What follows belongs to an exercise in optimizing a design on an open flow for small area and a short achievable clock period; a production flow would make more cautious choices. The RTL was checked by simulation tests, not by an equivalence proof against the original design. Power is estimated from default activity; no workload was simulated.

File: flow/config.mk
export PLATFORM = sky130hd
export DESIGN_NAME = regfile_mp
export DESIGN_NICKNAME = regfile_mp
export VERILOG_FILES = /design/flow/design.v
export SDC_FILE = /design/flow/constraint.sdc
export NUM_CORES = 8
export LEC_CHECK = 0
export CAP_MARGIN = 20
export CORE_MARGIN = 2
export CORE_UTILIZATION = 12
export PLACE_DENSITY = 0.2
export SLEW_MARGIN = 20
File: flow/constraint.sdc
create_clock -name core_clock -period 12.0 [get_ports {clk}]
set_input_delay 2.4000 -clock core_clock [delete_from_list [all_inputs] [get_ports {clk}]]
set_output_delay 2.4000 -clock core_clock [all_outputs]
set_load 0.01 [all_outputs]
File: flow/design.v
package regfile_pkg;
  typedef enum logic [1:0] {
    PC_INC   = 2'd0,
    PC_DP    = 2'd1,
    PC_START = 2'd2,
    PC_HOLD  = 2'd3
  } pc_sel_e;
  function automatic int f_aw(input int nregs);
    f_aw = (nregs > 2) ? $clog2(nregs) : 1;
  endfunction
endpackage
module regfile_scoreboard #(
  parameter int NREGS   = 16,
  parameter int AW      = 4,
  parameter bit ZERO_R0 = 1'b1
) (
  input  logic             clk,
  input  logic             rst,
  input  logic             sb_set,
  input  logic [AW-1:0]    sb_addr,
  input  logic             clr_en,
  input  logic [AW-1:0]    clr_addr,
  output logic [NREGS-1:0] busy
);
  logic [NREGS-1:0] busy_d;
  always_comb begin
    busy_d = busy;
    if (clr_en) busy_d[clr_addr] = 1'b0;
    if (sb_set) busy_d[sb_addr] = 1'b1;
    if (ZERO_R0) busy_d[0] = 1'b0;
  end
  always_ff @(posedge clk or posedge rst) begin
    if (rst) busy <= '0;
    else     busy <= busy_d;
  end
endmodule
module regfile_mp #(
  parameter int DATA_W   = 32,
  parameter int NREGS    = 16,
  parameter int NWR      = 3,
  parameter int NRD      = 5,
  parameter int PC_W     = 11,
  parameter bit ZERO_R0  = 1'b1,
  parameter bit BYPASS   = 1'b1,
  parameter bit PC_ALIAS = 1'b1,
  localparam int AW      = regfile_pkg::f_aw(NREGS)
) (
  input  logic                  clk,
  input  logic                  rst,
  input  logic [NWR-1:0]        w_en,
  input  logic [NWR*AW-1:0]     w_addr,
  input  logic [NWR*DATA_W-1:0] w_data,
  input  logic [NRD*AW-1:0]     rd_addr,
  output logic [NRD*DATA_W-1:0] rd_data,
  output logic [NRD-1:0]        rd_busy,
  input  logic                  sb_set,
  input  logic [AW-1:0]         sb_addr,
  output logic [NREGS-1:0]      busy,
  input  logic                  load_pc,
  input  logic [1:0]            sel_pc,
  input  logic [PC_W-1:0]       start_pc,
  input  logic [PC_W-1:0]       dp_pc,
  output logic [PC_W-1:0]       pc_out
);
  logic [DATA_W-1:0] regs   [NREGS];
  logic [DATA_W-1:0] wr_val [NREGS];
  logic [NREGS-1:0]  wr_hit;
  logic [NREGS-1:0]  wr_we;
  logic [AW-1:0]     ra;
  logic [PC_W-1:0]   pc_q;
  logic [PC_W-1:0]   pc_d;
  always_comb begin
    for (int r = 0; r < NREGS; r++) begin
      wr_hit[r] = 1'b0;
      wr_val[r] = '0;
      for (int p = 0; p < NWR; p++) begin
        if (w_en[p] && (w_addr[p*AW +: AW] == AW'(r))) begin
          wr_hit[r] = 1'b1;
          wr_val[r] = w_data[p*DATA_W +: DATA_W];
        end
      end
      wr_we[r] = wr_hit[r] && !(ZERO_R0 && (r == 0)) && !(PC_ALIAS && (r == NREGS - 1));
    end
  end
  always_ff @(posedge clk or posedge rst) begin
    if (rst) begin
      for (int r = 0; r < NREGS; r++) regs[r] <= '0;
    end else begin
      for (int r = 0; r < NREGS; r++)
        if (wr_we[r]) regs[r] <= wr_val[r];
    end
  end
  always_comb begin
    rd_data = '0;
    rd_busy = '0;
    ra      = '0;
    for (int i = 0; i < NRD; i++) begin
      ra = rd_addr[i*AW +: AW];
      if (ZERO_R0 && (ra == '0))
        rd_data[i*DATA_W +: DATA_W] = '0;
      else if (PC_ALIAS && (ra == AW'(NREGS - 1)))
        rd_data[i*DATA_W +: DATA_W] = DATA_W'(pc_q);
      else if (BYPASS && wr_we[ra])
        rd_data[i*DATA_W +: DATA_W] = wr_val[ra];
      else
        rd_data[i*DATA_W +: DATA_W] = regs[ra];
      rd_busy[i] = busy[ra];
    end
  end
  regfile_scoreboard #(
    .NREGS   (NREGS),
    .AW      (AW),
    .ZERO_R0 (ZERO_R0)
  ) u_sb (
    .clk      (clk),
    .rst      (rst),
    .sb_set   (sb_set),
    .sb_addr  (sb_addr),
    .clr_en   (w_en[NWR-1]),
    .clr_addr (w_addr[(NWR-1)*AW +: AW]),
    .busy     (busy)
  );
  always_comb begin
    pc_d = pc_q;
    if (load_pc) begin
      case (sel_pc)
        regfile_pkg::PC_INC:   pc_d = pc_q + PC_W'(1);
        regfile_pkg::PC_DP:    pc_d = dp_pc;
        regfile_pkg::PC_START: pc_d = start_pc;
        regfile_pkg::PC_HOLD:  pc_d = pc_q;
        default:  pc_d = pc_q;
      endcase
    end
  end
  always_ff @(posedge clk or posedge rst) begin
    if (rst) pc_q <= '0;
    else     pc_q <= pc_d;
  end
  assign pc_out = pc_q;
endmodule
File: flow/run.sh
#!/bin/bash
# synth_recipe.tcl (not shown) runs the flow's synth.tcl, then flattens the netlist and writes it again
# the make line also repeats each setting of config.mk as NAME=value (left out here)
make -C /OpenROAD-flow-scripts/flow DESIGN_CONFIG=/design/flow/config.mk WORK_HOME=/design/flow/orfs CLKGATE_MAP_FILE= SYNTH_SCRIPT=/design/flow/synth_recipe.tcl finish
==> key figures <==
Pwr
  – Pwr/cell area: 131 nW/um2
  – Leak Pwr: 0.0259 uW
  – VDD IR max: 0.0963 mV

GRT
  – First-pass GRT wire length: 1060 mm
  – GRT Residual Overflow: 0
  – Grt peak-use layer: met2
  – Largest net degree at the start of global routing: 106
  – Vias in the first global route: 84700
  – GR Util met1: 41.0%
  – Met2 Use GR: 51.5%
  – Antenna violations before repair: 161
  – Gr usage total: 35.3%
  – Met3 Track Usage GR: 12.2%

Timing
  – Fmax achieved: 0.0908 GHz
  – Final hold vios: 0
  – Slew HR: 6.86%
  – Setup tns final: 0 ns
  – RSZ-0062 raised after global routing: no
  – Final setup fails: 0
  – Final slew viol count: 0
  – Tmin final: 11.01 ns
  – Final period util: 91.7%
  – Max Clock Skew: 0.0562 ns
  – Slew @ Worst Pin: 1.40 ns

Yosys
  – Post-synth EDFFs: 0
  – Ys flop type: dfrtp_1
  – Post-synthesis cell count: 7498
  – Syn avg cell area: 7.32 um2
  – Mapped Area: 54900 um2
  – Post-synth net total: 7674
  – Seq/Total Area, Yosys: 21.6%
  – Yosys warns: 4
  – FF+latch count, synth: 474
  – Ys async rst share: 100%
  – Count of cell types in the netlist: 89

Clocking
  – Post_cts resized: 0
  – Clock transition at path regs: 0.06 ns
  – Clock network latency to the later pin of the worst-skew pair: 0.92 ns
  – Root Driver: clkbuf_16
  – Clock Sinks: 474
  – CTS HTree Levels: 3
  – Cts hold-fix bufs: 0
  – CTS Buffer Depth: 4
  – Total CTS buffers: 84
  – CTS tree: yes
  – Setup repair bufs after CTS: 0

Floorplanning
  – # rows: 248
  – Core Footprint: 456000 um2
  – Die area: 463000 um2
  – Top Ports: 355
  – Initial Utilization: 12.0%
  – Die Wd: 680 um
  – Die height: 680 um

Drt
  – DR iter-0 viols: 19700
  – Vias per cell: 6.61
  – Post-route DRC: 0
  – Routed Antenna Nets: 0
  – Via count: 92000
  – TritonRoute pass-1 iters: 13
  – WL/cell: 61.4 um
  – Routed WL: 856 mm

Placement
  – IO Port Bufs: 353
  – Cells after DPL: 13600
  – GPL Wtd Cong: 1.00
  – DP Wirelength: 555 mm

Critical path
  – Crit path kind: input pin to output port
  – CP max FO: 22
  – Worst Setup End Kind: output port
  – Critical path arrival: 8.61 ns
  – Worst EP required: 9.60 ns
  – Worst setup SP type: input pin
  – Reg2Reg Launch Point: pc_q[2]
  – Critical path launch point: w_addr[5]

Worst hold path
  – Min-delay src: pc_q[4]
  – Hold/Removal Path Class: flip-flop to flip-flop

Finish
  – NumNets Final: 7914
  – Final Util: 16.0%
  – Area Overhead vs Synth: 33.1%
  – Final non-filler cell total: 13900
  – Layout cells sized above 1: 14.1%

Run status
  – Outcome: timing/DRC/antenna clean

Flow run
  – Max-Cap Viols: 0
routing by layer:
| layer | routed length, um | vias up |
|---|---|---|
| met1 | 323000 | 47300 |
| met2 | 359000 | 10000 |
| met4 | 83800 | 50 |
| li1 | - | 31300 |
| met3 | 89000 | 3318 |
| met5 | 603 | - |
sequential cells by signal, indices dropped and copies added (netlist names):
register and cells:
u_sb.busy 15, pc_q 11, regs 448
cell type report:
cell class,count,area [um2]
repair buffers,1045,9770
flip-flops and latches,474,11900
fillers,51600,383000
clock inverters,43,538
multi-input cells,6116,40700
well taps,6000,7510
diodes,128,320
inverters,17,67.6
clock buffers,108,2270
cell usage in the layout, fill, tap and decap left out, drive strengths merged, types with 128 or more instances in the layout:
cell type and n:
clkdlybuf4s50 333, a22oi 1051, a21oi 249, o221ai 191, diode 128, nand3 447, o22ai 166, o211ai 131
buf 712, a31oi 146, nand2 722, a21o 347, a221oi 226, nor2 658, dfrtp 474, a222oi 340
o21ai 439
power by group:
group	switching, uW	internal [uW]	total [uW]
logic	2670	1160	3820
clock network	1130	1560	2690
registers	1070	1990	3060
synth_stat cells, types with 22 or more instances:
master	number	share of area [%]
o21a_1	99	1.4
a21oi_1	247	2.3
o22a_1	26	0.41
nor4_1	22	0.25
nor2_1	657	4.5
o221ai_1	191	3.0
a2111oi_0	25	0.40
a211oi_1	61	0.83
and2_1	26	0.30
and3_1	29	0.33
a222oi_1	340	6.2
nand2b_1	45	0.51
nor2b_1	34	0.39
dfrtp_1	474	22
a22o_1	48	0.77
o21ai_0	420	3.8
nand2_1	722	4.9
nand4_1	64	0.73
a22oi_1	1051	14
o22ai_1	166	1.9
o2111ai_1	57	0.91
clkbuf_1	723	4.9
a21o_1	347	4.7
nor3_1	85	0.77
a221oi_1	218	3.5
nand3_1	447	4.1
a2bb2oi_1	36	0.57
o211ai_1	131	1.8
a221o_1	45	0.82
a32oi_1	37	0.59
a31oi_1	146	1.7
buf_2	81	0.74
buf_1	80	0.55
per-stage QoR:
step / setup WS [ns] / cell area, um2 / power (uW) / hold slack (ns)
3_5_place_dp: 1.08 / 69800 / 6680 / 0.589
3_3_place_gp: 1.12 / 69700 / 6740 / 0.596
2_1_floorplan: 3.18 / 54900 / 3950 / 0.520
6_report: 0.992 / 73100 / 9580 / 0.605
5_1_grt: 1.03 / 72800 / 9660 / 0.627
4_1_cts: 1.07 / 72600 / 9400 / 0.605
worst max-delay path, stage by stage:
cell and delay (ns):
clkdlybuf4s50_1 0.77, and2_2 0.67, a221oi_4 0.83, buf_4 0.68
a22o_1 0.26, a221oi_1 0.05, and3_2 0.30, or3b_4 0.59
buf_4 0.46, o22ai_1 0.77, clkdlybuf4s50_1 0.73
cells by family (layout without fill, tap and decap cells):
family / count (synthesis) / count (layout) / synth area share [%]
simple gates: 2241 / 2241 / 18.5
buf+inv: 908 / 1213 / 6.44
flops: 474 / 474 / 21.6
other cells: 1 / 129 / 0.00683
xor+xnor: 5 / 5 / 0.0798
mux: 29 / 29 / 0.905
compound gates: 3827 / 3827 / 52.2
fa+ha+maj: 13 / 13 / 0.296
path summary, 6_finish.rpt:
path,end,slack (ns),depth (start not counted)
worst max-delay path,rd_data[77],0.99,11
worst min-delay path,pc_q[4],0.60,1
worst max register to register,pc_q[9],9.91,6
worst min register to register,pc_q[4],0.60,1
max in group asynchronous,u_sb.busy[3],7.90,4
min in group asynchronous,regs[4][15],1.94,2

[re-timing with driven ports]
The results above use ideal ports. As a check the final layout listed here was re-extracted and re-timed, cells and wires unchanged. Step 1: set_driving_cell puts a clkbuf_16 on clk and a buf_2 on each other input, an assumption about the parent block. Step 2 adds t to the input delays and takes it off the output delays; t is the mean of the earliest and latest rising clock arrival at the registers after step 1. Input paths then give back, and output paths get back, about the clock's delay inside the block. Three values: ideal, step 1, step 2; two values: the first two.
t (ns): 0.999
setup slack, ns: 0.992 / 0.946 / 0.946
worst setup path after step 2: input to output
After both steps this run still meets setup and hold. The setup slack of this run moves by -0.046 ns with the drivers and by -0.046 ns with both steps.
